Context: an optimization exercise on an open-source flow, tuned for small area, a short achievable clock period and few clock cycles per item. The choices shown serve that exercise and are no tape-out recipe.
Function was checked by simulation only, so behaviour that the tests miss may differ from the original.

==> 01-16 <==
==> flow/design.v <==
package aesTypesPkg;
    localparam int blockBytes = 16;
    localparam int numRounds = 10;
    localparam int keyStoreBytes = 176;
    typedef logic [7:0] aesByte;
    typedef logic [8*blockBytes-1:0] aesBlock;
    typedef logic [3:0] roundIndex;
    typedef logic [7:0] keyAddr;
endpackage
`timescale 1ns/1ps
import aesTypesPkg::*;
module aesDecryptTop (
    input  logic       clock,
    input  logic       arstN,
    input  logic       keyWrite,
    input  logic [7:0] keyAddress,
    input  logic [7:0] keyByte,
    input  logic       inValid,
    input  logic [7:0] inByte,
    output logic       outValid,
    output logic [7:0] outByte,
    output logic       busy
);
    function automatic logic [3:0] gf16Mul(input logic [3:0] a, input logic [3:0] b);
        logic [6:0] p;
        p = '0;
        for (int i = 0; i < 4; i++) if (b[i]) p = p ^ (7'(a) << i);
        gf16Mul = p[3:0] ^ {p[6:4], 1'b0} ^ {1'b0, p[6:4]};
    endfunction
    function automatic logic [3:0] gf16Inv(input logic [3:0] a);
        case (a)
            4'd0: gf16Inv = 4'd0;
            4'd1: gf16Inv = 4'd1;
            4'd2: gf16Inv = 4'd9;
            4'd3: gf16Inv = 4'd14;
            4'd4: gf16Inv = 4'd13;
            4'd5: gf16Inv = 4'd11;
            4'd6: gf16Inv = 4'd7;
            4'd7: gf16Inv = 4'd6;
            4'd8: gf16Inv = 4'd15;
            4'd9: gf16Inv = 4'd2;
            4'd10: gf16Inv = 4'd12;
            4'd11: gf16Inv = 4'd5;
            4'd12: gf16Inv = 4'd10;
            4'd13: gf16Inv = 4'd4;
            4'd14: gf16Inv = 4'd3;
            4'd15: gf16Inv = 4'd8;
            default: gf16Inv = 4'd0;
        endcase
    endfunction
    function automatic logic [3:0] gf16Sq(input logic [3:0] a);
        gf16Sq = gf16Mul(a, a);
    endfunction
    function automatic logic [11:0] sboxFront(input logic [7:0] x);
        logic [7:0] t;
        t[0] = x[1] ^ x[5] ^ x[6] ^ 1;
        t[1] = x[1] ^ x[4] ^ x[7] ^ 1;
        t[2] = x[1] ^ x[4] ^ 1;
        t[3] = x[0] ^ x[1] ^ x[2] ^ x[3] ^ x[5] ^ x[6];
        t[4] = x[0] ^ x[1] ^ x[2] ^ x[4] ^ x[5] ^ x[6] ^ x[7];
        t[5] = x[3] ^ x[4] ^ x[5] ^ x[6];
        t[6] = x[0] ^ x[4] ^ x[5] ^ x[6] ^ 1;
        t[7] = x[1] ^ x[2] ^ x[6] ^ x[7];
        sboxFront = {t[7:4], t[7:4] ^ t[3:0], gf16Inv(gf16Mul(gf16Sq(t[7:4]), 4'd8) ^ gf16Mul(t[3:0], t[7:4] ^ t[3:0]))};
    endfunction
    function automatic logic [7:0] sboxBack(input logic [11:0] f);
        logic [7:0] r;
        r = {gf16Mul(f[11:8], f[3:0]), gf16Mul(f[7:4], f[3:0])};
        sboxBack[0] = r[0] ^ r[7];
        sboxBack[1] = r[4] ^ r[5] ^ r[7];
        sboxBack[2] = r[1];
        sboxBack[3] = r[1] ^ r[6] ^ r[7];
        sboxBack[4] = r[1] ^ r[3] ^ r[6] ^ r[7];
        sboxBack[5] = r[2] ^ r[4] ^ r[6];
        sboxBack[6] = r[1] ^ r[2] ^ r[3] ^ r[7];
        sboxBack[7] = r[2] ^ r[4] ^ r[6] ^ r[7];
    endfunction
    function automatic logic [7:0] gfDouble(input logic [7:0] b);
        gfDouble = {b[6:0], 1'b0} ^ (b[7] ? 8'h1b : 8'h00);
    endfunction
    function automatic logic [31:0] invMixColumn(input logic [31:0] col);
        logic [7:0] a [4];
        logic [7:0] u, v, t;
        logic [31:0] result;
        for (int i = 0; i < 4; i++) a[i] = col[8*i +: 8];
        u = gfDouble(gfDouble(a[0] ^ a[2]));
        v = gfDouble(gfDouble(a[1] ^ a[3]));
        a[0] = a[0] ^ u;
        a[1] = a[1] ^ v;
        a[2] = a[2] ^ u;
        a[3] = a[3] ^ v;
        t = a[0] ^ a[1] ^ a[2] ^ a[3];
        for (int i = 0; i < 4; i++) begin
            result[8*i +: 8] = a[i] ^ t ^ gfDouble(a[i] ^ a[(i+1)%4]);
        end
        invMixColumn = result;
    endfunction
    function automatic logic [127:0] invShiftBlock(input logic [127:0] blk);
        logic [127:0] result;
        for (int r = 0; r < 4; r++) begin
            for (int c = 0; c < 4; c++) begin
                result[8*(r + 4*c) +: 8] = blk[8*(r + 4*((c - r + 4) % 4)) +: 8];
            end
        end
        invShiftBlock = result;
    endfunction
    logic [127:0] keyRow [numRounds + 1];
    logic         wrPending;
    logic         wrCommit;
    logic [numRounds:0]  wrRow;
    logic [blockBytes-1:0] wrByte;
    logic [7:0]   wrData;
    logic [127:0] inShift;
    logic [3:0]   inCount;
    logic         blockFull;
    logic [3:0]   gapCount;
    logic [127:0] stage0;
    logic [191:0] stage1;
    logic [127:0] stage2;
    logic         valid0, valid1, valid2;
    logic [3:0]   round0, round1, round2;
    logic [numRounds:0] keySel;
    logic [127:0] outShift;
    logic [3:0]   outCount;
    logic accept;
    logic keyAccept;
    logic inFlight;
    logic loopBusy;
    logic enterNow;
    logic finish;
    logic idle;
    assign accept    = inValid && idle;
    assign keyAccept = keyWrite && idle;
    assign inFlight  = valid0 || valid1 || valid2;
    assign loopBusy  = valid2 && (round2 != 4'd0);
    assign enterNow  = blockFull && (gapCount == 4'd0) && !loopBusy;
    assign finish    = valid2 && (round2 == 4'd0);
    logic       blockFullNext;
    logic [3:0] gapCountNext;
    logic       wrPendingNext;
    logic       inFlightNext;
    logic       enterNext;
    always_comb begin
        if (accept && (inCount == 4'(blockBytes - 1))) begin
            blockFullNext = 1'b1;
        end else if (enterNow) begin
            blockFullNext = 1'b0;
        end else begin
            blockFullNext = blockFull;
        end
        if (enterNow) begin
            gapCountNext = 4'(blockBytes - 1);
        end else if (gapCount != 4'd0) begin
            gapCountNext = gapCount - 4'd1;
        end else begin
            gapCountNext = gapCount;
        end
        if (keyAccept) begin
            wrPendingNext = 32'(keyAddress) < keyStoreBytes;
        end else if (!inFlight) begin
            wrPendingNext = 1'b0;
        end else begin
            wrPendingNext = wrPending;
        end
        inFlightNext = enterNow || loopBusy || valid0 || valid1;
        enterNext    = blockFullNext && (gapCountNext == 4'd0) && !(valid1 && (round1 != 4'd0));
    end
    always_ff @(posedge clock or negedge arstN) begin
        if (!arstN) begin
            inCount   <= '0;
            blockFull <= 1'b0;
            gapCount  <= '0;
            wrPending <= 1'b0;
            wrCommit  <= 1'b0;
            busy      <= 1'b0;
            idle      <= 1'b1;
        end else begin
            if (accept) begin
                inCount <= inCount + 4'd1;
            end
            blockFull <= blockFullNext;
            gapCount  <= gapCountNext;
            wrPending <= wrPendingNext;
            wrCommit  <= wrPendingNext && !inFlightNext;
            busy      <= (blockFullNext && !enterNext) || wrPendingNext;
            idle      <= !((blockFullNext && !enterNext) || wrPendingNext);
        end
    end
    always_ff @(posedge clock) begin
        if (keyAccept) begin
            for (int r = 0; r <= numRounds; r++) begin
                wrRow[r] <= keyAddress[7:4] == 4'(r);
            end
            for (int b = 0; b < blockBytes; b++) begin
                wrByte[b] <= keyAddress[3:0] == 4'(b);
            end
            wrData <= keyByte;
        end
        for (int r = 0; r <= numRounds; r++) begin
            for (int b = 0; b < blockBytes; b++) begin
                if (wrCommit && wrRow[r] && wrByte[b]) begin
                    keyRow[r][8*b +: 8] <= wrData;
                end
            end
        end
    end
    always_ff @(posedge clock) begin
        for (int r = 0; r <= numRounds; r++) begin
            keySel[r] <= round0 == 4'(r);
        end
    end
    logic [127:0] roundKey;
    always_comb begin
        roundKey = '0;
        for (int r = 0; r <= numRounds; r++) begin
            roundKey = roundKey | (keyRow[r] & {128{keySel[r]}});
        end
    end
    always_ff @(posedge clock) begin
        if (accept) begin
            inShift <= {inByte ^ keyRow[numRounds][8*inCount +: 8], inShift[127:8]};
        end
    end
    logic [127:0] shifted;
    logic [191:0] front;
    logic [127:0] back;
    logic [127:0] mixed;
    always_comb begin
        shifted = invShiftBlock(stage0);
        for (int i = 0; i < blockBytes; i++) begin
            front[12*i +: 12] = sboxFront(shifted[8*i +: 8]);
            back[8*i +: 8]    = sboxBack(stage1[12*i +: 12]) ^ roundKey[8*i +: 8];
        end
        for (int c = 0; c < 4; c++) begin
            mixed[32*c +: 32] = invMixColumn(stage2[32*c +: 32]);
        end
    end
    always_ff @(posedge clock or negedge arstN) begin
        if (!arstN) begin
            valid0 <= 1'b0;
            valid1 <= 1'b0;
            valid2 <= 1'b0;
            round0 <= '0;
            round1 <= '0;
            round2 <= '0;
        end else begin
            if (enterNow) begin
                valid0 <= 1'b1;
                round0 <= 4'(numRounds - 1);
            end else begin
                valid0 <= loopBusy;
                round0 <= round2 - 4'd1;
            end
            valid1 <= valid0;
            round1 <= round0;
            valid2 <= valid1;
            round2 <= round1;
        end
    end
    always_ff @(posedge clock) begin
        stage0 <= enterNow ? inShift : mixed;
        stage1 <= front;
        stage2 <= back;
    end
    logic outIdle;
    logic outLast;
    assign outLast = !outIdle && (outCount == 4'(blockBytes - 1));
    always_ff @(posedge clock or negedge arstN) begin
        if (!arstN) begin
            outValid <= 1'b0;
            outIdle  <= 1'b1;
            outCount <= '0;
        end else if (finish) begin
            outValid <= 1'b1;
            outIdle  <= 1'b0;
            outCount <= '0;
        end else if (!outIdle) begin
            outCount <= outCount + 4'd1;
            if (outLast) begin
                outValid <= 1'b0;
                outIdle  <= 1'b1;
            end
        end
    end
    always_ff @(posedge clock) begin
        outShift <= finish ? stage2 : (outShift >> 8);
    end
    assign outByte  = outShift[7:0];
endmodule
==> flow/flow/run.sh <==
#!/bin/bash
# The standard layout, with Yosys's adder extraction turned off: the s-box and column-mix
# logic is all XOR/AND, and pre-mapped half-adder cells would cut ABC's delay optimisation.
set -euo pipefail
bash standard.sh ADDER_MAP_FILE= finish > standard_flow.log 2>&1
==> flow/standard.sh <==
#!/bin/bash
# synth_recipe.tcl (not shown) runs the flow's synth.tcl, then flattens the netlist and writes it again
# the make line also repeats each setting of config.mk as NAME=value (left out here)
make -C /OpenROAD-flow-scripts/flow DESIGN_CONFIG=/design/flow/config.mk WORK_HOME=/design/flow/orfs CLKGATE_MAP_FILE= SYNTH_SCRIPT=/design/flow/synth_recipe.tcl "${@:-finish}"
==> flow/config.mk <==
export PLATFORM = sky130hd
export DESIGN_NAME = aesDecryptTop
export DESIGN_NICKNAME = aesDecryptTop
export VERILOG_FILES = /design/flow/design.v
export SDC_FILE = /design/flow/constraint.sdc
export NUM_CORES = 4
export LEC_CHECK = 0
export CAP_MARGIN = 20
export CORE_MARGIN = 2
export CORE_UTILIZATION = 40
export SETUP_SLACK_MARGIN = 5
export SLEW_MARGIN = 20
==> flow/constraint.sdc <==
create_clock -name core_clock -period 8.0 [get_ports {clock}]
set_input_delay 1.6000 -clock core_clock [delete_from_list [all_inputs] [get_ports {clock}]]
set_output_delay 1.6000 -clock core_clock [all_outputs]
set_load 0.01 [all_outputs]
==> 04-08 (differences from 01-16) <==
==> flow/design.v, changed modules only <==
module aesDecryptTop (
    input  logic       clock,
    input  logic       arstN,
    input  logic       keyWrite,
    input  logic [7:0] keyAddress,
    input  logic [7:0] keyByte,
    input  logic       inValid,
    input  logic [7:0] inByte,
    output logic       outValid,
    output logic [7:0] outByte,
    output logic       busy
);
    function automatic logic [3:0] gf16Mul(input logic [3:0] a, input logic [3:0] b);
        logic [6:0] p;
        p = '0;
        for (int i = 0; i < 4; i++) if (b[i]) p = p ^ (7'(a) << i);
        gf16Mul = p[3:0] ^ {p[6:4], 1'b0} ^ {1'b0, p[6:4]};
    endfunction
    function automatic logic [3:0] gf16Inv(input logic [3:0] a);
        case (a)
            4'd0: gf16Inv = 4'd0;
            4'd1: gf16Inv = 4'd1;
            4'd2: gf16Inv = 4'd9;
            4'd3: gf16Inv = 4'd14;
            4'd4: gf16Inv = 4'd13;
            4'd5: gf16Inv = 4'd11;
            4'd6: gf16Inv = 4'd7;
            4'd7: gf16Inv = 4'd6;
            4'd8: gf16Inv = 4'd15;
            4'd9: gf16Inv = 4'd2;
            4'd10: gf16Inv = 4'd12;
            4'd11: gf16Inv = 4'd5;
            4'd12: gf16Inv = 4'd10;
            4'd13: gf16Inv = 4'd4;
            4'd14: gf16Inv = 4'd3;
            4'd15: gf16Inv = 4'd8;
            default: gf16Inv = 4'd0;
        endcase
    endfunction
    function automatic logic [3:0] gf16Sq(input logic [3:0] a);
        gf16Sq = gf16Mul(a, a);
    endfunction
    function automatic logic [11:0] sboxFront(input logic [7:0] x);
        logic [7:0] t;
        t[0] = x[1] ^ x[5] ^ x[6] ^ 1;
        t[1] = x[1] ^ x[4] ^ x[7] ^ 1;
        t[2] = x[1] ^ x[4] ^ 1;
        t[3] = x[0] ^ x[1] ^ x[2] ^ x[3] ^ x[5] ^ x[6];
        t[4] = x[0] ^ x[1] ^ x[2] ^ x[4] ^ x[5] ^ x[6] ^ x[7];
        t[5] = x[3] ^ x[4] ^ x[5] ^ x[6];
        t[6] = x[0] ^ x[4] ^ x[5] ^ x[6] ^ 1;
        t[7] = x[1] ^ x[2] ^ x[6] ^ x[7];
        sboxFront = {t[7:4], t[7:4] ^ t[3:0], gf16Inv(gf16Mul(gf16Sq(t[7:4]), 4'd8) ^ gf16Mul(t[3:0], t[7:4] ^ t[3:0]))};
    endfunction
    function automatic logic [7:0] sboxBack(input logic [11:0] f);
        logic [7:0] r;
        r = {gf16Mul(f[11:8], f[3:0]), gf16Mul(f[7:4], f[3:0])};
        sboxBack[0] = r[0] ^ r[7];
        sboxBack[1] = r[4] ^ r[5] ^ r[7];
        sboxBack[2] = r[1];
        sboxBack[3] = r[1] ^ r[6] ^ r[7];
        sboxBack[4] = r[1] ^ r[3] ^ r[6] ^ r[7];
        sboxBack[5] = r[2] ^ r[4] ^ r[6];
        sboxBack[6] = r[1] ^ r[2] ^ r[3] ^ r[7];
        sboxBack[7] = r[2] ^ r[4] ^ r[6] ^ r[7];
    endfunction
    function automatic logic [7:0] gfDouble(input logic [7:0] b);
        gfDouble = {b[6:0], 1'b0} ^ (b[7] ? 8'h1b : 8'h00);
    endfunction
    function automatic logic [31:0] invMixColumn(input logic [31:0] col);
        logic [7:0] a [4];
        logic [7:0] u, v, t;
        logic [31:0] result;
        for (int i = 0; i < 4; i++) a[i] = col[8*i +: 8];
        u = gfDouble(gfDouble(a[0] ^ a[2]));
        v = gfDouble(gfDouble(a[1] ^ a[3]));
        a[0] = a[0] ^ u;
        a[1] = a[1] ^ v;
        a[2] = a[2] ^ u;
        a[3] = a[3] ^ v;
        t = a[0] ^ a[1] ^ a[2] ^ a[3];
        for (int i = 0; i < 4; i++) begin
            result[8*i +: 8] = a[i] ^ t ^ gfDouble(a[i] ^ a[(i+1)%4]);
        end
        invMixColumn = result;
    endfunction
    function automatic logic [127:0] invShiftBlock(input logic [127:0] blk);
        logic [127:0] result;
        for (int r = 0; r < 4; r++) begin
            for (int c = 0; c < 4; c++) begin
                result[8*(r + 4*c) +: 8] = blk[8*(r + 4*((c - r + 4) % 4)) +: 8];
            end
        end
        invShiftBlock = result;
    endfunction
    logic [127:0] keyRow [numRounds + 1];
    logic         wrPending;
    logic         wrCommit;
    logic [7:0]   wrAddr;
    logic [7:0]   wrData;
    logic [127:0] inShift;
    logic [3:0]   inCount;
    logic         blockFull;
    logic [3:0]   gapCount;
    logic [127:0] stage0;
    logic [191:0] stage1;
    logic [127:0] stage2;
    logic         valid0, valid1, valid2;
    logic [3:0]   round0, round1, round2;
    logic [127:0] roundKey;
    logic [127:0] outShift;
    logic [3:0]   outCount;
    logic         outActive;
    logic accept;
    logic keyAccept;
    logic inFlight;
    logic loopBusy;
    logic enterNow;
    logic finish;
    assign accept    = inValid && !busy;
    assign keyAccept = keyWrite && !busy;
    assign inFlight  = valid0 || valid1 || valid2;
    assign loopBusy  = valid2 && (round2 != 4'd0);
    assign enterNow  = blockFull && (gapCount == 4'd0) && !loopBusy;
    assign finish    = valid2 && (round2 == 4'd0);
    logic       blockFullNext;
    logic [3:0] gapCountNext;
    logic       wrPendingNext;
    logic       inFlightNext;
    logic       enterNext;
    always_comb begin
        if (accept && (inCount == 4'(blockBytes - 1))) begin
            blockFullNext = 1'b1;
        end else if (enterNow) begin
            blockFullNext = 1'b0;
        end else begin
            blockFullNext = blockFull;
        end
        if (enterNow) begin
            gapCountNext = 4'(blockBytes - 1);
        end else if (gapCount != 4'd0) begin
            gapCountNext = gapCount - 4'd1;
        end else begin
            gapCountNext = gapCount;
        end
        if (keyAccept) begin
            wrPendingNext = 32'(keyAddress) < keyStoreBytes;
        end else if (!inFlight) begin
            wrPendingNext = 1'b0;
        end else begin
            wrPendingNext = wrPending;
        end
        inFlightNext = enterNow || loopBusy || valid0 || valid1;
        enterNext    = blockFullNext && (gapCountNext == 4'd0) && !(valid1 && (round1 != 4'd0));
    end
    always_ff @(posedge clock or negedge arstN) begin
        if (!arstN) begin
            inCount   <= '0;
            blockFull <= 1'b0;
            gapCount  <= '0;
            wrPending <= 1'b0;
            wrCommit  <= 1'b0;
            busy      <= 1'b0;
        end else begin
            if (accept) begin
                inCount <= inCount + 4'd1;
            end
            blockFull <= blockFullNext;
            gapCount  <= gapCountNext;
            wrPending <= wrPendingNext;
            wrCommit  <= wrPendingNext && !inFlightNext;
            busy      <= (blockFullNext && !enterNext) || (wrPendingNext && inFlightNext);
        end
    end
    always_ff @(posedge clock) begin
        if (keyAccept) begin
            wrAddr <= keyAddress;
            wrData <= keyByte;
        end
        for (int r = 0; r <= numRounds; r++) begin
            for (int b = 0; b < blockBytes; b++) begin
                if (wrCommit && (wrAddr == 8'(r * blockBytes + b))) begin
                    keyRow[r][8*b +: 8] <= wrData;
                end
            end
        end
    end
    logic [127:0] keyRead;
    always_comb begin
        keyRead = '0;
        for (int r = 0; r <= numRounds; r++) begin
            keyRead = keyRead | (keyRow[r] & {128{round0 == 4'(r)}});
        end
    end
    always_ff @(posedge clock) begin
        roundKey <= keyRead;
    end
    always_ff @(posedge clock) begin
        if (accept) begin
            inShift <= {inByte, inShift[127:8]};
        end
    end
    logic [127:0] entryBlock;
    logic [127:0] shifted;
    logic [191:0] front;
    logic [127:0] back;
    logic [127:0] mixed;
    always_comb begin
        for (int i = 0; i < blockBytes; i++) begin
            entryBlock[8*i +: 8] = inShift[8*i +: 8] ^ keyRow[numRounds][8*i +: 8];
        end
        shifted = invShiftBlock(stage0);
        for (int i = 0; i < blockBytes; i++) begin
            front[12*i +: 12] = sboxFront(shifted[8*i +: 8]);
            back[8*i +: 8]    = sboxBack(stage1[12*i +: 12]) ^ roundKey[8*i +: 8];
        end
        for (int c = 0; c < 4; c++) begin
            mixed[32*c +: 32] = invMixColumn(stage2[32*c +: 32]);
        end
    end
    always_ff @(posedge clock or negedge arstN) begin
        if (!arstN) begin
            valid0 <= 1'b0;
            valid1 <= 1'b0;
            valid2 <= 1'b0;
            round0 <= '0;
            round1 <= '0;
            round2 <= '0;
        end else begin
            if (enterNow) begin
                valid0 <= 1'b1;
                round0 <= 4'(numRounds - 1);
            end else begin
                valid0 <= loopBusy;
                round0 <= round2 - 4'd1;
            end
            valid1 <= valid0;
            round1 <= round0;
            valid2 <= valid1;
            round2 <= round1;
        end
    end
    always_ff @(posedge clock) begin
        stage0 <= enterNow ? entryBlock : mixed;
        stage1 <= front;
        stage2 <= back;
    end
    always_ff @(posedge clock or negedge arstN) begin
        if (!arstN) begin
            outActive <= 1'b0;
            outCount  <= '0;
        end else if (finish) begin
            outActive <= 1'b1;
            outCount  <= '0;
        end else if (outActive) begin
            outCount <= outCount + 4'd1;
            if (outCount == 4'(blockBytes - 1)) begin
                outActive <= 1'b0;
            end
        end
    end
    always_ff @(posedge clock) begin
        outShift <= finish ? stage2 : (outShift >> 8);
    end
    assign outValid = outActive;
    assign outByte  = outShift[7:0];
endmodule
==> notes <==
Against 01-16, the worst hold slack of 04-08 is better by 0.0070 ns.
In 01-16 the critical path depth is higher than in 04-08, by 7.
Sequential share of layout area: 01-16 is lower than 04-08 (1.4 points).
In 01-16 the register-to-register slack is higher than in 04-08, by 0.22 ns.
Against 01-16, the global-route usage of 04-08 is higher by 0.16 points.
==> figures <==
| metric | 04-08 | 01-16 |
|---|---|---|
| Run status | complete, no violations | complete, no violations |
| Final std cells w/o fill | 12,180 | 12,180 |
| Worst Setup EP | keyRow[8][93]$_DFFE_PP_ | stage1[39]$_DFF_P_ |
| Wire length the detailed router placed on met1 | 129,800 um | 130,500 um |
| Fillers | 22,790 | 23,040 |
| Routed length per placed instance | 24.78 um | 24.82 um |
| Initial antenna violation count | 13 | 10 |
| Area fraction of clock buffers and clock inverters | 6.530% | 6.402% |
| Syn Area/Cell | 12.06 um^2 | 12.07 um^2 |
| Final period util | 40.99% | 38.28% |
Testbench counts of 01-16, summed over its fixed seeds: cycles 4,472, blocks 256.
Testbench counts of 04-08, summed over its fixed seeds: cycles 4,472, blocks 256.

separate check: timing with driven ports:
The results above use ideal ports. As a check the final layouts listed here were re-extracted and re-timed, cells and wires unchanged.
Step 1, drivers: a clkbuf_16 drives clock and a buf_2 each remaining input, both assumed.
Step 2 times the ports against the registers' clock, not the clock port: input delays grow and output delays shrink by t, the midpoint of the rising clock arrivals with the driver on.
Slacks: ideal ports / drivers / drivers and shift; pairs: ideal ports / drivers.
run	shift t [ns]	slack for setup (ns)	clock arrival spread, ns	worst slew at a driven data input, ns	pins driven straight from the clock port
01-16	0.962	4.938 / 4.854 / 4.184	0.071 / 0.071	0.03	1
04-08	0.970	4.721 / 4.721 / 4.463	0.045 / 0.045	0.09	1
After both steps setup and hold are still met in every run listed. The setup slack of 01-16, which loses most, moves by -0.084 ns with the drivers and by -0.754 ns with both steps.
